This is an optimization exercise on Yosys and OpenROAD, whose aim is small area, not a production implementation. The RTL was checked by simulation tests, not by an equivalence proof against the original design. Power and IR drop assume default switching activity.

## job 101
## br_predict_btb
module br_predict_btb #(
  parameter int IDX_W  = 5,
  parameter int TAG_W  = 8,
  parameter int STAT_W = 12
) (
  input  logic              CLK,
  input  logic              nRST,
  input  logic [31:0]       if_pc,
  output logic              pred_taken,
  output logic [31:0]       pred_target,
  output logic              pred_hit,
  input  logic              upd_valid,
  input  logic [31:0]       upd_pc,
  input  logic              upd_taken,
  input  logic [31:0]       upd_target,
  input  logic              upd_mispredict,
  input  logic              clear,
  output logic [STAT_W-1:0] stat_branches,
  output logic [STAT_W-1:0] stat_mispred
);
  localparam int ENTRIES = 2 ** IDX_W;
  localparam int LO_W    = 12;              
  localparam int HI_W    = 32 - LO_W;       
  typedef logic [IDX_W-1:0] idx_t;
  typedef logic [TAG_W-1:0] tag_t;
  logic [ENTRIES-1:0] valid_q;
  tag_t               tag_q    [ENTRIES];
  logic [31:0]        target_q [ENTRIES];
  logic [1:0]         ctr_q    [ENTRIES];
  logic [STAT_W-1:0]  stat_br_q;
  logic [STAT_W-1:0]  stat_mis_q;
  idx_t if_idx, upd_idx;
  tag_t if_tag, upd_tag;
  logic unused_pc;
  assign if_idx  = if_pc[IDX_W+1:2];
  assign if_tag  = if_pc[IDX_W+TAG_W+1:IDX_W+2];
  assign upd_idx = upd_pc[IDX_W+1:2];
  assign upd_tag = upd_pc[IDX_W+TAG_W+1:IDX_W+2];
  assign unused_pc = ^{if_pc, upd_pc};
  logic [ENTRIES-1:0] if_nsel_a, if_nsel_b, if_nsel_c, upd_nsel, upd_sel;
  logic [3:0] if_lo, upd_lo;
  logic [7:0] if_hi, upd_hi;
  ...
==> module br_predict_btb, before the edit <==
module br_predict_btb #(
  parameter int IDX_W  = 5,
  parameter int TAG_W  = 8,
  parameter int STAT_W = 12
) (
  input  logic              CLK,
  input  logic              nRST,
  input  logic [31:0]       if_pc,
  output logic              pred_taken,
  output logic [31:0]       pred_target,
  output logic              pred_hit,
  input  logic              upd_valid,
  input  logic [31:0]       upd_pc,
  input  logic              upd_taken,
  input  logic [31:0]       upd_target,
  input  logic              upd_mispredict,
  input  logic              clear,
  output logic [STAT_W-1:0] stat_branches,
  output logic [STAT_W-1:0] stat_mispred
);
  localparam int ENTRIES = 2 ** IDX_W;
  localparam int LO_W    = 12;              
  localparam int HI_W    = 32 - LO_W;       
  typedef logic [IDX_W-1:0] idx_t;
  typedef logic [TAG_W-1:0] tag_t;
  logic [ENTRIES-1:0] valid_q;
  tag_t               tag_q    [ENTRIES];
  logic [31:0]        target_q [ENTRIES];
  logic [1:0]         ctr_q    [ENTRIES];
  logic [STAT_W-1:0]  stat_br_q;
  logic [STAT_W-1:0]  stat_mis_q;
  idx_t if_idx, upd_idx;
  tag_t if_tag, upd_tag;
  logic unused_pc;
  assign if_idx  = if_pc[IDX_W+1:2];
  assign if_tag  = if_pc[IDX_W+TAG_W+1:IDX_W+2];
  assign upd_idx = upd_pc[IDX_W+1:2];
  assign upd_tag = upd_pc[IDX_W+TAG_W+1:IDX_W+2];
  assign unused_pc = ^{if_pc, upd_pc};
  logic [ENTRIES-1:0] if_nsel_a, if_nsel_b, if_nsel_c, upd_nsel, upd_sel;
  logic [3:0] if_lo, upd_lo;
  logic [7:0] if_hi, upd_hi;
  br_predict_btb_predec u_pre_if  (.idx(if_idx),  .lo(if_lo),  .hi(if_hi));
  br_predict_btb_predec u_pre_upd (.idx(upd_idx), .lo(upd_lo), .hi(upd_hi));
  br_predict_btb_dec u_dec_if_a (.lo(if_lo),  .hi(if_hi),  .nsel(if_nsel_a));
  br_predict_btb_dec u_dec_if_b (.lo(if_lo),  .hi(if_hi),  .nsel(if_nsel_b));
  br_predict_btb_dec u_dec_if_c (.lo(if_lo),  .hi(if_hi),  .nsel(if_nsel_c));
  br_predict_btb_dec u_dec_upd  (.lo(upd_lo), .hi(upd_hi), .nsel(upd_nsel));
  assign upd_sel = ~upd_nsel;
  logic        rd_valid;
  tag_t        rd_tag;
  logic        rd_ctr1;
  logic [31:0] rd_target;
  always_comb begin
    rd_valid  = 1'b1;
    rd_tag    = '1;
    rd_ctr1   = 1'b1;
    rd_target = '1;
    for (int k = 0; k < ENTRIES; k++) begin
      rd_valid        = rd_valid        & (if_nsel_a[k] | valid_q[k]);
      rd_tag          = rd_tag          & ({TAG_W{if_nsel_a[k]}} | tag_q[k]);
      rd_ctr1         = rd_ctr1         & (if_nsel_a[k] | ctr_q[k][1]);
      rd_target[15:0] = rd_target[15:0] & ({16{if_nsel_b[k]}} | target_q[k][15:0]);
      rd_target[31:16]= rd_target[31:16]& ({16{if_nsel_c[k]}} | target_q[k][31:16]);
    end
  end
  assign pred_hit    = rd_valid & (rd_tag == if_tag);
  assign pred_taken  = pred_hit & rd_ctr1;
  assign pred_target = {32{pred_hit}} & rd_target;
  logic       ur_valid;
  tag_t       ur_tag;
  logic [1:0] ur_ctr;
  always_comb begin
    ur_valid = 1'b1;
    ur_tag   = '1;
    ur_ctr   = '1;
    for (int k = 0; k < ENTRIES; k++) begin
      ur_valid = ur_valid & (upd_nsel[k] | valid_q[k]);
      ur_tag   = ur_tag   & ({TAG_W{upd_nsel[k]}} | tag_q[k]);
      ur_ctr   = ur_ctr   & ({2{upd_nsel[k]}} | ctr_q[k]);
    end
  end
  logic       upd_hit;
  logic       alloc;      
  logic [1:0] ctr_new;
  assign upd_hit = ur_valid & (ur_tag == upd_tag);
  assign alloc   = upd_valid & upd_taken;
  always_comb begin
    if (!upd_valid || (!upd_hit && !upd_taken)) ctr_new = ur_ctr;
    else if (!upd_hit)  ctr_new = 2'b10;
    else if (upd_taken) ctr_new = (ur_ctr == 2'b11) ? 2'b11 : ur_ctr + 2'd1;
    else                ctr_new = (ur_ctr == 2'b00) ? 2'b00 : ur_ctr - 2'd1;
  end
  assign stat_branches = stat_br_q;
  assign stat_mispred  = stat_mis_q;
  always_ff @(posedge CLK) begin
    if (!nRST) begin
      valid_q    <= '0;
      stat_br_q  <= '0;
      stat_mis_q <= '0;
    end else begin
      if (clear) valid_q <= '0;
      else       valid_q <= valid_q | ({ENTRIES{alloc}} & upd_sel);
      stat_br_q  <= stat_br_q + STAT_W'(upd_valid);
      stat_mis_q <= stat_mis_q + STAT_W'(upd_valid & upd_mispredict);
    end
  end
  for (genvar k = 0; k < ENTRIES; k++) begin : g_ent
    logic lo_hold, lo_wr, hi_hold, hi_wr;
    br_predict_btb_wen u_wen_lo (.alloc(alloc), .sel(upd_sel[k]), .hold(lo_hold), .wr(lo_wr));
    br_predict_btb_wen u_wen_hi (.alloc(alloc), .sel(upd_sel[k]), .hold(hi_hold), .wr(hi_wr));
    br_predict_btb_entry #(.TAG_W(TAG_W), .LO_W(LO_W)) u_ent (
      .CLK      (CLK),
      .lo_hold  (lo_hold),
      .lo_wr    (lo_wr),
      .hi_hold  (hi_hold),
      .hi_wr    (hi_wr),
      .ctr_hold (upd_nsel[k]),
      .ctr_wr   (upd_sel[k]),
      .d_tag    (upd_tag),
      .d_target (upd_target),
      .d_ctr    (ctr_new),
      .tag_q    (tag_q[k]),
      .target_q (target_q[k]),
      .ctr_q    (ctr_q[k])
    );
  end
endmodule
Settings: LEC_CHECK=0, CAP_MARGIN=20, CORE_MARGIN=2, CORE_UTILIZATION=50, SETUP_SLACK_MARGIN=0.4, SLEW_MARGIN=8, SYNTH_HIERARCHICAL=1, SYNTH_MINIMUM_KEEP_SIZE=0; clock period 8.0 ns.
standard.sh (not shown) runs the stock make flow with config.mk's settings and CLKGATE_MAP_FILE= SYNTH_SCRIPT=/design/flow/synth_recipe.tcl, a recipe that flattens the netlist after the stock synthesis.
==> flow/flow/run.sh <==
#!/bin/bash
# Standard ORFS layout, with clock tree synthesis told not to add dummy loads and to
# use larger sink clusters, and ports buffered with the smallest buffer.
export CTS_ARGS="-sink_clustering_enable -repair_clock_nets -dont_use_dummy_load -buf_list sky130_fd_sc_hd__clkbuf_16 -sink_clustering_size 27 -sink_clustering_max_diameter 100"
export BUFFER_PORTS_ARGS="-buffer_cell sky130_fd_sc_hd__buf_1"
bash standard.sh > standard.log 2>&1
#### Input delta (job 102 over job 101)
--- a/flow/design.v
+++ b/flow/design.v
@@ -38,5 +38,5 @@
   assign upd_tag = upd_pc[IDX_W+TAG_W+1:IDX_W+2];
   assign unused_pc = ^{if_pc, upd_pc};
-  logic [ENTRIES-1:0] if_nsel_a, if_nsel_b, if_nsel_c, upd_nsel, upd_sel;
+  logic [ENTRIES-1:0] if_nsel_a, if_nsel_b, if_nsel_c, if_nsel_d, if_nsel_e, upd_nsel, upd_sel;
   logic [3:0] if_lo, upd_lo;
   logic [7:0] if_hi, upd_hi;
@@ -46,4 +46,6 @@
   br_predict_btb_dec u_dec_if_b (.lo(if_lo),  .hi(if_hi),  .nsel(if_nsel_b));
   br_predict_btb_dec u_dec_if_c (.lo(if_lo),  .hi(if_hi),  .nsel(if_nsel_c));
+  br_predict_btb_dec u_dec_if_d (.lo(if_lo),  .hi(if_hi),  .nsel(if_nsel_d));
+  br_predict_btb_dec u_dec_if_e (.lo(if_lo),  .hi(if_hi),  .nsel(if_nsel_e));
   br_predict_btb_dec u_dec_upd  (.lo(upd_lo), .hi(upd_hi), .nsel(upd_nsel));
   assign upd_sel = ~upd_nsel;
@@ -61,6 +63,8 @@
       rd_tag          = rd_tag          & ({TAG_W{if_nsel_a[k]}} | tag_q[k]);
       rd_ctr1         = rd_ctr1         & (if_nsel_a[k] | ctr_q[k][1]);
-      rd_target[15:0] = rd_target[15:0] & ({16{if_nsel_b[k]}} | target_q[k][15:0]);
-      rd_target[31:16]= rd_target[31:16]& ({16{if_nsel_c[k]}} | target_q[k][31:16]);
+      rd_target[7:0]  = rd_target[7:0]  & ({8{if_nsel_b[k]}} | target_q[k][7:0]);
+      rd_target[15:8] = rd_target[15:8] & ({8{if_nsel_c[k]}} | target_q[k][15:8]);
+      rd_target[23:16]= rd_target[23:16]& ({8{if_nsel_d[k]}} | target_q[k][23:16]);
+      rd_target[31:24]= rd_target[31:24]& ({8{if_nsel_e[k]}} | target_q[k][31:24]);
     end
   end
@@ -107,5 +111,6 @@
   end
   for (genvar k = 0; k < ENTRIES; k++) begin : g_ent
-    logic lo_hold, lo_wr, hi_hold, hi_wr;
+    logic lo_hold, lo_wr, hi_hold, hi_wr, ctr_hold, ctr_wr;
+    br_predict_btb_cwen u_cwen (.sel(upd_sel[k]), .hold(ctr_hold), .wr(ctr_wr));
     br_predict_btb_wen u_wen_lo (.alloc(alloc), .sel(upd_sel[k]), .hold(lo_hold), .wr(lo_wr));
     br_predict_btb_wen u_wen_hi (.alloc(alloc), .sel(upd_sel[k]), .hold(hi_hold), .wr(hi_wr));
@@ -116,6 +121,6 @@
       .hi_hold  (hi_hold),
       .hi_wr    (hi_wr),
-      .ctr_hold (upd_nsel[k]),
-      .ctr_wr   (upd_sel[k]),
+      .ctr_hold (ctr_hold),
+      .ctr_wr   (ctr_wr),
       .d_tag    (upd_tag),
       .d_target (upd_target),
@@ -155,4 +160,12 @@
   assign hold = ~wr;
 endmodule
+module br_predict_btb_cwen (
+  input  logic sel,
+  output logic hold,
+  output logic wr
+);
+  assign wr   = sel;
+  assign hold = ~sel;
+endmodule
 module br_predict_btb_entry #(
   parameter int TAG_W = 8,
The flow did not stop early for job 102: all stages ran, and the layout cleared the timing, design-rule and antenna checks.
Diff job 101 -> job 102 | net switching power figure | up slightly
Portion of total power attributed to the clock network across job 102 and job 101: no real change.
Diff job 101..job 102 | combined global-route utilization of all metal layers | negligible
On job 102: transition at the pin with the smallest max-transition slack is 0.10 ns higher than what job 101 gave.
Between job 101 and job 102, the clock distribution area overhead in the final layout figures differ only marginally.
Sequential portion of the cell area delta (job 102 -> job 101): insignificant
There was hardly any difference in clock latency reported for the late side of the worst-skew pair between job 101 and job 102.
Across both runs, wire length the detailed router placed on met1 was higher for job 102 than for job 101.
The final reports for job 102 and job 101 show global-route wire length before repair higher in the former.

## static timing again, ports no longer ideal
The flow's constraints put no driver on any port. The routed layouts listed below were extracted and timed again, unchanged, in two steps. Step 1, drivers: a clkbuf_16 drives CLK and a buf_2 each remaining input, both assumed. Step 2 adds t to the input delays and takes it off the output delays; t is the mean of the earliest and latest rising clock arrival at the registers after step 1. Input paths then give back, and output paths get back, about the clock's delay inside the block. Three values: ideal, step 1, step 2; two values: the first two.
run | t (ns) | setup slack, ns | worst hold slack (ns) | latest minus earliest clock arrival (ns) | cell pins on the clock port's net
job 101 | 0.785 | 0.546 / 0.421 / 0.421 | 0.493 / 0.493 / 0.493 | 0.082 / 0.082 | 1
job 102 | 0.793 | 0.545 / 0.379 / 0.379 | 0.492 / 0.492 / 0.492 | 0.074 / 0.074 | 1
After both steps setup and hold are still met in every run listed. For job 102, which loses most, drivers alone change the setup slack by -0.166 ns; drivers and shift together by -0.166 ns.
